What follows belongs to an exercise in optimizing a design on an open flow for small area and a short achievable clock period; a production flow would make more cautious choices. Only simulation tests tie the RTL to the original design; equivalence was not proved. No activity file was given, so power comes from the tool's default toggle rates.

==> run a <==
==> flow/design.v (excerpt) <==
module sw_unit (
    input  wire          clk_i,
    input  wire          reset_i,
    input  wire  [142:0] dp_slot_1_i,
    input  wire  [142:0] dp_slot_2_i,
    input  wire          stall_dp_i,
    input  wire          kill_dp_i,
    input  wire          next_rrf_cycle_i,
    input  wire  [77:0]  exe_result_i,
    output logic         allocatable_o,
    output logic [138:0] alu_issue_o,
    output logic         alu_issue_valid_o,
    output logic [138:0] mem_issue_o,
    output logic         mem_issue_valid_o
);
clock: 10.0 ns
lec_check: 0
abc_clock_period_in_ps: 5000
cap_margin: 20
core_margin: 2
core_utilization: 35
cts_buf_list: sky130_fd_sc_hd__clkbuf_16
cts_cluster_diameter: 100
cts_cluster_size: 20
place_density: 0.5
setup_slack_margin: 5
slew_margin: 20
standard.sh (not shown) runs the stock make flow with config.mk's settings and CLKGATE_MAP_FILE= SYNTH_SCRIPT=/design/flow/synth_recipe.tcl, a recipe that flattens the netlist after the stock synthesis.
==> flow/flow/run.sh <==
#!/bin/bash
# The standard layout (the standard.sh, standard synthesis unchanged) with two changes:
# port buffers are the smallest buffer instead of the delay buffer buffer_ports picks by
# default, and clock tree synthesis inserts no dummy loads.
set -uo pipefail
bash standard.sh \
  "BUFFER_PORTS_ARGS=-buffer_cell sky130_fd_sc_hd__buf_1" \
  "CTS_ARGS=-sink_clustering_enable -repair_clock_nets -dont_use_dummy_load -sink_clustering_size 20 -sink_clustering_max_diameter 100 -buf_list sky130_fd_sc_hd__clkbuf_16" \
  finish > orfs_make.log 2>&1
status=$?
tail -n 40 orfs_make.log
exit $status
==> run b: changes against run a <==
--- a/flow/design.v
+++ b/flow/design.v
@@ -137,21 +137,21 @@
     wake_opnd u_wake (.opnd_i(cur_i), .res_0_i(res_0_i), .res_1_i(res_1_i),
                       .hit_0_o(hit_0), .hit_1_o(hit_1));
     assign hold   = ~we_1_i & ~we_2_i;
     assign sel_n1 = we_1_i & ~new_1_hit_0_i & ~new_1_hit_1_i;
     assign sel_n2 = we_2_i & ~new_2_hit_0_i & ~new_2_hit_1_i;
     assign sel_b0 = (we_1_i & new_1_hit_0_i) | (we_2_i & new_2_hit_0_i) | (hold & hit_0);
     assign sel_b1 = (we_1_i & new_1_hit_1_i) | (we_2_i & new_2_hit_1_i) | (hold & hit_1);
     assign sel_q  = hold & ~hit_0 & ~hit_1;
-    assign nxt_o[32:1] = ({32{sel_n1}} & new_1_i[32:1])
-                       | ({32{sel_n2}} & new_2_i[32:1])
-                       | ({32{sel_b0}} & res_0_i[31:0])
-                       | ({32{sel_b1}} & res_1_i[31:0])
-                       | ({32{sel_q}}  & cur_i[32:1]);
+    assign nxt_o[32:1] = (new_1_i[32:1] | ~{32{sel_n1}})
+                       & (new_2_i[32:1] | ~{32{sel_n2}})
+                       & (res_0_i[31:0] | ~{32{sel_b0}})
+                       & (res_1_i[31:0] | ~{32{sel_b1}})
+                       & (cur_i[32:1]   | ~{32{sel_q}});
     assign nxt_o[0] = (we_1_i & (new_1_i[0] | new_1_hit_0_i | new_1_hit_1_i))
                     | (we_2_i & (new_2_i[0] | new_2_hit_0_i | new_2_hit_1_i))
                     | (hold & (cur_i[0] | hit_0 | hit_1));
 endmodule
 `default_nettype wire
 `timescale 1ns/100ps
 `default_nettype none
 module rs_alu #(
@@ -173,17 +173,17 @@
     output logic               issue_valid_o
 );
     logic [ENT_NUM-1:0]        busy;
     logic [ENT_NUM-1:0]        phase;
     logic                      cur_phase;
     logic [ENT_NUM-1:0][74:0]  fix;
     logic [ENT_NUM-1:0][32:0]  src1;
     logic [ENT_NUM-1:0][32:0]  src2;
-    logic [ENT_NUM-1:0]        sel;
+    logic [ENT_NUM-1:0]        sel_n;       
     logic [74:0]               fix_1;
     logic [74:0]               fix_2;
     logic [ENT_NUM-1:0]        busy_nxt;
     logic [ENT_NUM-1:0]        phase_nxt;
     logic [ENT_NUM-1:0]        ready_nxt;
     logic [ENT_NUM-1:0][ENT_NUM-1:0] tag_le;
     logic [ENT_NUM-1:0][ENT_NUM-1:0] tag_le_nxt;
     logic [ENT_NUM-1:0]        new_1_lt;    
@@ -200,23 +200,23 @@
     assign fix_1 = {wslot_1_i[140:109], wslot_1_i[42:0]};
     assign fix_2 = {wslot_2_i[140:109], wslot_2_i[42:0]};
     for (genvar i = 0; i < ENT_NUM; i++) begin : g_ent
         logic [74:0] fix_nxt;
         logic [32:0] src1_nxt;
         logic [32:0] src2_nxt;
         logic        hold;
         assign hold = ~we_1_i[i] & ~we_2_i[i];
-        assign busy_nxt[i] = ~reset_i & (~hold | (busy[i] & ~sel[i]));
+        assign busy_nxt[i] = ~reset_i & (~hold | (busy[i] & sel_n[i]));
         assign phase_nxt[i] = hold ? phase[i] : cur_phase;
         assign ready_nxt[i] = busy_nxt[i] & src1_nxt[0] & src2_nxt[0];
         tag_cmp u_cmp_1 (.a_i(wslot_1_i[10:5]), .b_i(fix[i][10:5]), .lt_o(new_1_lt[i]), .eq_o(new_1_eq[i]));
         tag_cmp u_cmp_2 (.a_i(wslot_2_i[10:5]), .b_i(fix[i][10:5]), .lt_o(new_2_lt[i]), .eq_o(new_2_eq[i]));
-        assign fix_nxt = ({75{we_1_i[i]}} & fix_1) | ({75{we_2_i[i]}} & fix_2)
-                       | ({75{hold}} & fix[i]);
+        assign fix_nxt = (fix_1 | ~{75{we_1_i[i]}}) & (fix_2 | ~{75{we_2_i[i]}})
+                       & (fix[i] | ~{75{hold}});
         opnd_next u_src1 (.cur_i(src1[i]),
                           .new_1_i(wslot_1_i[108:76]), .new_1_hit_0_i(new_hit_i[0]),
                           .new_1_hit_1_i(new_hit_1_i[0]),
                           .new_2_i(wslot_2_i[108:76]), .new_2_hit_0_i(new_hit_i[2]),
                           .new_2_hit_1_i(new_hit_1_i[2]),
                           .we_1_i(we_1_i[i]), .we_2_i(we_2_i[i]),
                           .res_0_i(result_i[38:0]), .res_1_i(result_i[77:39]),
                           .nxt_o(src1_nxt));
@@ -273,30 +273,30 @@
         .phase_i    (phase_nxt),
         .cur_phase_i(cur_phase_nxt),
         .tag_le_i   (tag_le_nxt),
         .sel_o      (sel_nxt),
         .valid_o    (valid_nxt)
     );
     always_ff @(posedge clk_i) begin
         cur_phase <= cur_phase_nxt;
-        sel <= sel_nxt;
+        sel_n <= ~sel_nxt;
         issue_valid_o <= valid_nxt;
     end
     always_comb begin
         logic [74:0] f;
         logic [31:0] o1;
         logic [31:0] o2;
-        f = '0;
-        o1 = '0;
-        o2 = '0;
+        f = '1;
+        o1 = '1;
+        o2 = '1;
         for (int i = 0; i < ENT_NUM; i++) begin
-            f = f | ({75{sel[i]}} & fix[i]);
-            o1 = o1 | ({32{sel[i]}} & src1[i][32:1]);
-            o2 = o2 | ({32{sel[i]}} & src2[i][32:1]);
+            f = f & (fix[i] | {75{sel_n[i]}});
+            o1 = o1 & (src1[i][32:1] | {32{sel_n[i]}});
+            o2 = o2 & (src2[i][32:1] | {32{sel_n[i]}});
         end
         issue_o = {f[74:43], o1, o2, f[42:0]};
     end
 endmodule
 `default_nettype wire
 `timescale 1ns/100ps
 `default_nettype none
 module rs_mem #(
@@ -339,18 +339,18 @@
         logic        at_tail;
         logic        at_tail_1;
         assign at_tail = tail_oh[i];
         assign at_tail_1 = tail_oh_1[i];
         assign we_1[i] = push_1_i & ~first_2_i & at_tail;
         assign we_2[i] = (push_1_i & first_2_i & at_tail) | (push_2_i & at_tail_1);
         assign hold = ~we_1[i] & ~we_2[i];
         assign busy_nxt_o[i] = ~reset_i & (~hold | (busy[i] & ~(issue_valid_o & head_oh[i])));
-        assign fix_nxt = ({75{we_1[i]}} & fix_1) | ({75{we_2[i]}} & fix_2)
-                       | ({75{hold}} & fix[i]);
+        assign fix_nxt = (fix_1 | ~{75{we_1[i]}}) & (fix_2 | ~{75{we_2[i]}})
+                       & (fix[i] | ~{75{hold}});
         opnd_next u_src1 (.cur_i(src1[i]),
                           .new_1_i(wslot_1_i[108:76]), .new_1_hit_0_i(new_hit_i[0]),
                           .new_1_hit_1_i(new_hit_1_i[0]),
                           .new_2_i(wslot_2_i[108:76]), .new_2_hit_0_i(new_hit_i[2]),
                           .new_2_hit_1_i(new_hit_1_i[2]),
                           .we_1_i(we_1[i]), .we_2_i(we_2[i]),
                           .res_0_i(result_i[38:0]), .res_1_i(result_i[77:39]),
                           .nxt_o(src1_nxt));
@@ -383,24 +383,24 @@
                 tail_oh <= tail_oh_1;
             end
         end
     end
     always_comb begin
         logic [74:0] f;
         logic [31:0] o1;
         logic [31:0] o2;
-        f = '0;
-        o1 = '0;
-        o2 = '0;
+        f = '1;
+        o1 = '1;
+        o2 = '1;
         issue_valid_o = 1'b0;
         for (int i = 0; i < ENT_NUM; i++) begin
-            f = f | ({75{head_oh[i]}} & fix[i]);
-            o1 = o1 | ({32{head_oh[i]}} & src1[i][32:1]);
-            o2 = o2 | ({32{head_oh[i]}} & src2[i][32:1]);
+            f = f & (fix[i] | ~{75{head_oh[i]}});
+            o1 = o1 & (src1[i][32:1] | ~{32{head_oh[i]}});
+            o2 = o2 & (src2[i][32:1] | ~{32{head_oh[i]}});
             issue_valid_o = issue_valid_o | (head_oh[i] & busy[i] & src1[i][0] & src2[i][0]);
         end
         issue_o = {f[74:43], o1, o2, f[42:0]};
     end
 endmodule
 `default_nettype wire
 `timescale 1ns/100ps
 `default_nettype none
@@ -430,19 +430,16 @@
     logic [ALU_ENT_NUM-1:0] alu_free_1;
     logic [ALU_ENT_NUM-1:0] alu_free_2;
     logic [ALU_ENT_NUM-1:0] alu_busy_nxt;
     logic [LDST_ENT_NUM-1:0] mem_busy_nxt;
     logic                   full_alu;
     logic                   full_mem;
     logic                   one_alu;
     logic                   one_mem;
-    logic                   blk_1;
-    logic                   blk_2;
-    logic                   blk_12;
     logic                   accept;
     logic [ALU_ENT_NUM-1:0] alu_we_1;
     logic [ALU_ENT_NUM-1:0] alu_we_2;
     logic [3:0]             new_hit_0;
     logic [3:0]             new_hit_1;
     assign slot_1_alu = dp_slot_1_i[142] & ~dp_slot_1_i[141];
     assign slot_2_alu = dp_slot_2_i[142] & ~dp_slot_2_i[141];
     assign slot_1_mem = dp_slot_1_i[142] & dp_slot_1_i[141];
@@ -455,21 +452,22 @@
         .free_2_o(alu_free_2),
         .ge_1_o  (),
         .ge_2_o  ()
     );
     free_cnt #(.ENT_NUM(ALU_ENT_NUM)) u_alu_cnt (
         .clk_i(clk_i), .busy_nxt_i(alu_busy_nxt), .full_o(full_alu), .one_o(one_alu));
     free_cnt #(.ENT_NUM(LDST_ENT_NUM)) u_mem_cnt (
         .clk_i(clk_i), .busy_nxt_i(mem_busy_nxt), .full_o(full_mem), .one_o(one_mem));
-    assign blk_1 = dp_slot_1_i[141] ? full_mem : full_alu;
-    assign blk_2 = dp_slot_2_i[141] ? full_mem : full_alu;
-    assign blk_12 = dp_slot_1_i[141] ? (dp_slot_2_i[141] & one_mem) : (~dp_slot_2_i[141] & one_alu);
-    assign allocatable_o = ~(dp_slot_1_i[142] & blk_1) & ~(dp_slot_2_i[142] & blk_2)
-                         & ~(dp_slot_1_i[142] & dp_slot_2_i[142] & blk_12);
+    assign allocatable_o = ~((dp_slot_1_i[142] & dp_slot_1_i[141] & full_mem)
+                           | (dp_slot_1_i[142] & ~dp_slot_1_i[141] & full_alu)
+                           | (dp_slot_2_i[142] & dp_slot_2_i[141] & full_mem)
+                           | (dp_slot_2_i[142] & ~dp_slot_2_i[141] & full_alu)
+                           | (dp_slot_1_i[142] & dp_slot_2_i[142] & dp_slot_1_i[141] & dp_slot_2_i[141] & one_mem)
+                           | (dp_slot_1_i[142] & dp_slot_2_i[142] & ~dp_slot_1_i[141] & ~dp_slot_2_i[141] & one_alu));
     assign accept = ~stall_dp_i & ~kill_dp_i & allocatable_o;
     assign alu_we_1 = {ALU_ENT_NUM{accept & slot_1_alu}} & alu_free_1;
     assign alu_we_2 = {ALU_ENT_NUM{accept & slot_2_alu}} & (slot_1_alu ? alu_free_2 : alu_free_1);
     wake_opnd u_new_1_src1 (.opnd_i(dp_slot_1_i[108:76]), .res_0_i(exe_result_i[38:0]),
                             .res_1_i(exe_result_i[77:39]), .hit_0_o(new_hit_0[0]), .hit_1_o(new_hit_1[0]));
     wake_opnd u_new_1_src2 (.opnd_i(dp_slot_1_i[75:43]), .res_0_i(exe_result_i[38:0]),
                             .res_1_i(exe_result_i[77:39]), .hit_0_o(new_hit_0[1]), .hit_1_o(new_hit_1[1]));
     wake_opnd u_new_2_src1 (.opnd_i(dp_slot_2_i[108:76]), .res_0_i(exe_result_i[38:0]),
Settings changed: PLACE_DENSITY 0.5 to 0.65.
==> run c: changes against run a <==
--- a/flow/design.v
+++ b/flow/design.v
@@ -137,21 +137,21 @@
     wake_opnd u_wake (.opnd_i(cur_i), .res_0_i(res_0_i), .res_1_i(res_1_i),
                       .hit_0_o(hit_0), .hit_1_o(hit_1));
     assign hold   = ~we_1_i & ~we_2_i;
     assign sel_n1 = we_1_i & ~new_1_hit_0_i & ~new_1_hit_1_i;
     assign sel_n2 = we_2_i & ~new_2_hit_0_i & ~new_2_hit_1_i;
     assign sel_b0 = (we_1_i & new_1_hit_0_i) | (we_2_i & new_2_hit_0_i) | (hold & hit_0);
     assign sel_b1 = (we_1_i & new_1_hit_1_i) | (we_2_i & new_2_hit_1_i) | (hold & hit_1);
     assign sel_q  = hold & ~hit_0 & ~hit_1;
-    assign nxt_o[32:1] = ({32{sel_n1}} & new_1_i[32:1])
-                       | ({32{sel_n2}} & new_2_i[32:1])
-                       | ({32{sel_b0}} & res_0_i[31:0])
-                       | ({32{sel_b1}} & res_1_i[31:0])
-                       | ({32{sel_q}}  & cur_i[32:1]);
+    assign nxt_o[32:1] = (new_1_i[32:1] | ~{32{sel_n1}})
+                       & (new_2_i[32:1] | ~{32{sel_n2}})
+                       & (res_0_i[31:0] | ~{32{sel_b0}})
+                       & (res_1_i[31:0] | ~{32{sel_b1}})
+                       & (cur_i[32:1]   | ~{32{sel_q}});
     assign nxt_o[0] = (we_1_i & (new_1_i[0] | new_1_hit_0_i | new_1_hit_1_i))
                     | (we_2_i & (new_2_i[0] | new_2_hit_0_i | new_2_hit_1_i))
                     | (hold & (cur_i[0] | hit_0 | hit_1));
 endmodule
 `default_nettype wire
 `timescale 1ns/100ps
 `default_nettype none
 module rs_alu #(
@@ -173,17 +173,17 @@
     output logic               issue_valid_o
 );
     logic [ENT_NUM-1:0]        busy;
     logic [ENT_NUM-1:0]        phase;
     logic                      cur_phase;
     logic [ENT_NUM-1:0][74:0]  fix;
     logic [ENT_NUM-1:0][32:0]  src1;
     logic [ENT_NUM-1:0][32:0]  src2;
-    logic [ENT_NUM-1:0]        sel;
+    logic [ENT_NUM-1:0]        sel_n;       
     logic [74:0]               fix_1;
     logic [74:0]               fix_2;
     logic [ENT_NUM-1:0]        busy_nxt;
     logic [ENT_NUM-1:0]        phase_nxt;
     logic [ENT_NUM-1:0]        ready_nxt;
     logic [ENT_NUM-1:0][ENT_NUM-1:0] tag_le;
     logic [ENT_NUM-1:0][ENT_NUM-1:0] tag_le_nxt;
     logic [ENT_NUM-1:0]        new_1_lt;    
@@ -200,23 +200,23 @@
     assign fix_1 = {wslot_1_i[140:109], wslot_1_i[42:0]};
     assign fix_2 = {wslot_2_i[140:109], wslot_2_i[42:0]};
     for (genvar i = 0; i < ENT_NUM; i++) begin : g_ent
         logic [74:0] fix_nxt;
         logic [32:0] src1_nxt;
         logic [32:0] src2_nxt;
         logic        hold;
         assign hold = ~we_1_i[i] & ~we_2_i[i];
-        assign busy_nxt[i] = ~reset_i & (~hold | (busy[i] & ~sel[i]));
+        assign busy_nxt[i] = ~reset_i & (~hold | (busy[i] & sel_n[i]));
         assign phase_nxt[i] = hold ? phase[i] : cur_phase;
         assign ready_nxt[i] = busy_nxt[i] & src1_nxt[0] & src2_nxt[0];
         tag_cmp u_cmp_1 (.a_i(wslot_1_i[10:5]), .b_i(fix[i][10:5]), .lt_o(new_1_lt[i]), .eq_o(new_1_eq[i]));
         tag_cmp u_cmp_2 (.a_i(wslot_2_i[10:5]), .b_i(fix[i][10:5]), .lt_o(new_2_lt[i]), .eq_o(new_2_eq[i]));
-        assign fix_nxt = ({75{we_1_i[i]}} & fix_1) | ({75{we_2_i[i]}} & fix_2)
-                       | ({75{hold}} & fix[i]);
+        assign fix_nxt = (fix_1 | ~{75{we_1_i[i]}}) & (fix_2 | ~{75{we_2_i[i]}})
+                       & (fix[i] | ~{75{hold}});
         opnd_next u_src1 (.cur_i(src1[i]),
                           .new_1_i(wslot_1_i[108:76]), .new_1_hit_0_i(new_hit_i[0]),
                           .new_1_hit_1_i(new_hit_1_i[0]),
                           .new_2_i(wslot_2_i[108:76]), .new_2_hit_0_i(new_hit_i[2]),
                           .new_2_hit_1_i(new_hit_1_i[2]),
                           .we_1_i(we_1_i[i]), .we_2_i(we_2_i[i]),
                           .res_0_i(result_i[38:0]), .res_1_i(result_i[77:39]),
                           .nxt_o(src1_nxt));
@@ -273,30 +273,30 @@
         .phase_i    (phase_nxt),
         .cur_phase_i(cur_phase_nxt),
         .tag_le_i   (tag_le_nxt),
         .sel_o      (sel_nxt),
         .valid_o    (valid_nxt)
     );
     always_ff @(posedge clk_i) begin
         cur_phase <= cur_phase_nxt;
-        sel <= sel_nxt;
+        sel_n <= ~sel_nxt;
         issue_valid_o <= valid_nxt;
     end
     always_comb begin
         logic [74:0] f;
         logic [31:0] o1;
         logic [31:0] o2;
-        f = '0;
-        o1 = '0;
-        o2 = '0;
+        f = '1;
+        o1 = '1;
+        o2 = '1;
         for (int i = 0; i < ENT_NUM; i++) begin
-            f = f | ({75{sel[i]}} & fix[i]);
-            o1 = o1 | ({32{sel[i]}} & src1[i][32:1]);
-            o2 = o2 | ({32{sel[i]}} & src2[i][32:1]);
+            f = f & (fix[i] | {75{sel_n[i]}});
+            o1 = o1 & (src1[i][32:1] | {32{sel_n[i]}});
+            o2 = o2 & (src2[i][32:1] | {32{sel_n[i]}});
         end
         issue_o = {f[74:43], o1, o2, f[42:0]};
     end
 endmodule
 `default_nettype wire
 `timescale 1ns/100ps
 `default_nettype none
 module rs_mem #(
@@ -339,18 +339,18 @@
         logic        at_tail;
         logic        at_tail_1;
         assign at_tail = tail_oh[i];
         assign at_tail_1 = tail_oh_1[i];
         assign we_1[i] = push_1_i & ~first_2_i & at_tail;
         assign we_2[i] = (push_1_i & first_2_i & at_tail) | (push_2_i & at_tail_1);
         assign hold = ~we_1[i] & ~we_2[i];
         assign busy_nxt_o[i] = ~reset_i & (~hold | (busy[i] & ~(issue_valid_o & head_oh[i])));
-        assign fix_nxt = ({75{we_1[i]}} & fix_1) | ({75{we_2[i]}} & fix_2)
-                       | ({75{hold}} & fix[i]);
+        assign fix_nxt = (fix_1 | ~{75{we_1[i]}}) & (fix_2 | ~{75{we_2[i]}})
+                       & (fix[i] | ~{75{hold}});
         opnd_next u_src1 (.cur_i(src1[i]),
                           .new_1_i(wslot_1_i[108:76]), .new_1_hit_0_i(new_hit_i[0]),
                           .new_1_hit_1_i(new_hit_1_i[0]),
                           .new_2_i(wslot_2_i[108:76]), .new_2_hit_0_i(new_hit_i[2]),
                           .new_2_hit_1_i(new_hit_1_i[2]),
                           .we_1_i(we_1[i]), .we_2_i(we_2[i]),
                           .res_0_i(result_i[38:0]), .res_1_i(result_i[77:39]),
                           .nxt_o(src1_nxt));
@@ -383,24 +383,24 @@
                 tail_oh <= tail_oh_1;
             end
         end
     end
     always_comb begin
         logic [74:0] f;
         logic [31:0] o1;
         logic [31:0] o2;
-        f = '0;
-        o1 = '0;
-        o2 = '0;
+        f = '1;
+        o1 = '1;
+        o2 = '1;
         issue_valid_o = 1'b0;
         for (int i = 0; i < ENT_NUM; i++) begin
-            f = f | ({75{head_oh[i]}} & fix[i]);
-            o1 = o1 | ({32{head_oh[i]}} & src1[i][32:1]);
-            o2 = o2 | ({32{head_oh[i]}} & src2[i][32:1]);
+            f = f & (fix[i] | ~{75{head_oh[i]}});
+            o1 = o1 & (src1[i][32:1] | ~{32{head_oh[i]}});
+            o2 = o2 & (src2[i][32:1] | ~{32{head_oh[i]}});
             issue_valid_o = issue_valid_o | (head_oh[i] & busy[i] & src1[i][0] & src2[i][0]);
         end
         issue_o = {f[74:43], o1, o2, f[42:0]};
     end
 endmodule
 `default_nettype wire
 `timescale 1ns/100ps
 `default_nettype none
@@ -430,19 +430,16 @@
     logic [ALU_ENT_NUM-1:0] alu_free_1;
     logic [ALU_ENT_NUM-1:0] alu_free_2;
     logic [ALU_ENT_NUM-1:0] alu_busy_nxt;
     logic [LDST_ENT_NUM-1:0] mem_busy_nxt;
     logic                   full_alu;
     logic                   full_mem;
     logic                   one_alu;
     logic                   one_mem;
-    logic                   blk_1;
-    logic                   blk_2;
-    logic                   blk_12;
     logic                   accept;
     logic [ALU_ENT_NUM-1:0] alu_we_1;
     logic [ALU_ENT_NUM-1:0] alu_we_2;
     logic [3:0]             new_hit_0;
     logic [3:0]             new_hit_1;
     assign slot_1_alu = dp_slot_1_i[142] & ~dp_slot_1_i[141];
     assign slot_2_alu = dp_slot_2_i[142] & ~dp_slot_2_i[141];
     assign slot_1_mem = dp_slot_1_i[142] & dp_slot_1_i[141];
@@ -455,21 +452,22 @@
         .free_2_o(alu_free_2),
         .ge_1_o  (),
         .ge_2_o  ()
     );
     free_cnt #(.ENT_NUM(ALU_ENT_NUM)) u_alu_cnt (
         .clk_i(clk_i), .busy_nxt_i(alu_busy_nxt), .full_o(full_alu), .one_o(one_alu));
     free_cnt #(.ENT_NUM(LDST_ENT_NUM)) u_mem_cnt (
         .clk_i(clk_i), .busy_nxt_i(mem_busy_nxt), .full_o(full_mem), .one_o(one_mem));
-    assign blk_1 = dp_slot_1_i[141] ? full_mem : full_alu;
-    assign blk_2 = dp_slot_2_i[141] ? full_mem : full_alu;
-    assign blk_12 = dp_slot_1_i[141] ? (dp_slot_2_i[141] & one_mem) : (~dp_slot_2_i[141] & one_alu);
-    assign allocatable_o = ~(dp_slot_1_i[142] & blk_1) & ~(dp_slot_2_i[142] & blk_2)
-                         & ~(dp_slot_1_i[142] & dp_slot_2_i[142] & blk_12);
+    assign allocatable_o = ~((dp_slot_1_i[142] & dp_slot_1_i[141] & full_mem)
+                           | (dp_slot_1_i[142] & ~dp_slot_1_i[141] & full_alu)
+                           | (dp_slot_2_i[142] & dp_slot_2_i[141] & full_mem)
+                           | (dp_slot_2_i[142] & ~dp_slot_2_i[141] & full_alu)
+                           | (dp_slot_1_i[142] & dp_slot_2_i[142] & dp_slot_1_i[141] & dp_slot_2_i[141] & one_mem)
+                           | (dp_slot_1_i[142] & dp_slot_2_i[142] & ~dp_slot_1_i[141] & ~dp_slot_2_i[141] & one_alu));
     assign accept = ~stall_dp_i & ~kill_dp_i & allocatable_o;
     assign alu_we_1 = {ALU_ENT_NUM{accept & slot_1_alu}} & alu_free_1;
     assign alu_we_2 = {ALU_ENT_NUM{accept & slot_2_alu}} & (slot_1_alu ? alu_free_2 : alu_free_1);
     wake_opnd u_new_1_src1 (.opnd_i(dp_slot_1_i[108:76]), .res_0_i(exe_result_i[38:0]),
                             .res_1_i(exe_result_i[77:39]), .hit_0_o(new_hit_0[0]), .hit_1_o(new_hit_1[0]));
     wake_opnd u_new_1_src2 (.opnd_i(dp_slot_1_i[75:43]), .res_0_i(exe_result_i[38:0]),
                             .res_1_i(exe_result_i[77:39]), .hit_0_o(new_hit_0[1]), .hit_1_o(new_hit_1[1]));
     wake_opnd u_new_2_src1 (.opnd_i(dp_slot_2_i[108:76]), .res_0_i(exe_result_i[38:0]),
Settings changed: SETUP_SLACK_MARGIN 5 to 4.8.
==> notes <==
Run c finished clean. Run b completed with no timing, DRC or antenna violations. Run a completed without violations. Final area, highest first: run a, run b, run c. Against run c, the synthesized cell count of run a is smaller by 3.1%. Between run a and run c, the lower register-to-register slack is in run c (gap 0.45 ns). Total power: run c > run b > run a. Cell count: run b > run c > run a. Sequential share of layout area: run c is higher than run b (0.40 points). In run a the combinational power is smaller than in run b, by about 12%. Against run c, the worst setup slack of run a is higher by 0.23 ns. In synthesized area, run b and run c do not differ.
==> figures <==
Run status: run c finished clean; run b finished clean; run a finished clean
Inverters, non-clock: run c 206; run b 209; run a 49
Count of multi-input combinational gates: run c 8617; run b 8623; run a 8409
Area share of the largest cell type after synthesis: run c 39.6%; run b 39.6%; run a 38.5%
Simple-gate share of the synthesized area: run c 21.4%; run b 21.4%; run a 20.1%
Max Clock Freq: run c 188 MHz; run b 191 MHz; run a 196 MHz
Destination of the worst register-to-register timing path: run c u_rs_alu.sel_n[4]$_DFF_P_; run b u_rs_alu.sel_n[7]$_DFF_P_; run a u_rs_alu.src2[158]$_DFF_P_
Number of non-filler instances in the completed layout: run c 15188; run b 15198; run a 14896
Worst slack on hold paths: run c 0.456 ns; run b 0.459 ns; run a 0.441 ns
Sequential group share of total power: run c 51.5%; run b 51.7%; run a 52.7%
Critical hold path startpoint: run c u_rs_mem.fix[245]$_DFF_P_; run b u_rs_mem.fix[204]$_DFF_P_; run a u_rs_alu.fix[411]$_DFF_P_
Post-synthesis average cell area: run c 7.44 sq um; run b 7.44 sq um; run a 7.90 sq um
Met2 Routed Length: run c 223000 um; run b 200000 um; run a 229000 um
Share of total power in combinational logic: run c 27.0%; run b 26.9%; run a 24.7%
Wire length of the first global-routing pass: run c 751000 um; run b 710000 um; run a 736000 um
Number of DRC markers after the initial detailed-route iteration: run c 17900; run b 21725; run a 18356
Number of search-and-repair iterations in the first detailed-routing pass: run c 7; run b 16; run a 10
FILL cells: run c 25958; run b 26069; run a 26432
Crit path kind: run c flip-flop to output pin; run b input pin to flip-flop; run a input pin to flip-flop
Required time reported for the critical path endpoint: run c 8.00 ns; run b 10.73 ns; run a 10.66 ns

## static timing again, ports no longer ideal
No port has a modelled driver above. Below, the same layouts with a new extraction and two added sets of constraints. Step 1 sets driving cells, clkbuf_16 on the clock port and buf_2 on the other inputs (assumed; they add their load-dependent delay and slew). Step 2 moves the port delays by t, midway between the first and last clock arrival at a register: inputs arrive t later, outputs are due t later. That takes back most of the time a late clock gives input paths. a / b / c = no drivers / after step 1 / after step 2; a / b = the first two.
| run | shift t [ns] | setup WS [ns] | worst setup path after step 2 |
|---|---|---|---|
| run a | 0.873 | 4.898 / 4.804 / 3.983 | input to register |
| run b | 0.897 | 4.752 / 4.698 / 3.900 | input to register |
| run c | 0.895 | 4.671 / 4.566 / 3.844 | input to register |
After both steps every run listed still meets setup and hold. The setup slack of run a, which loses most, moves by -0.094 ns with the drivers and by -0.915 ns with both steps.
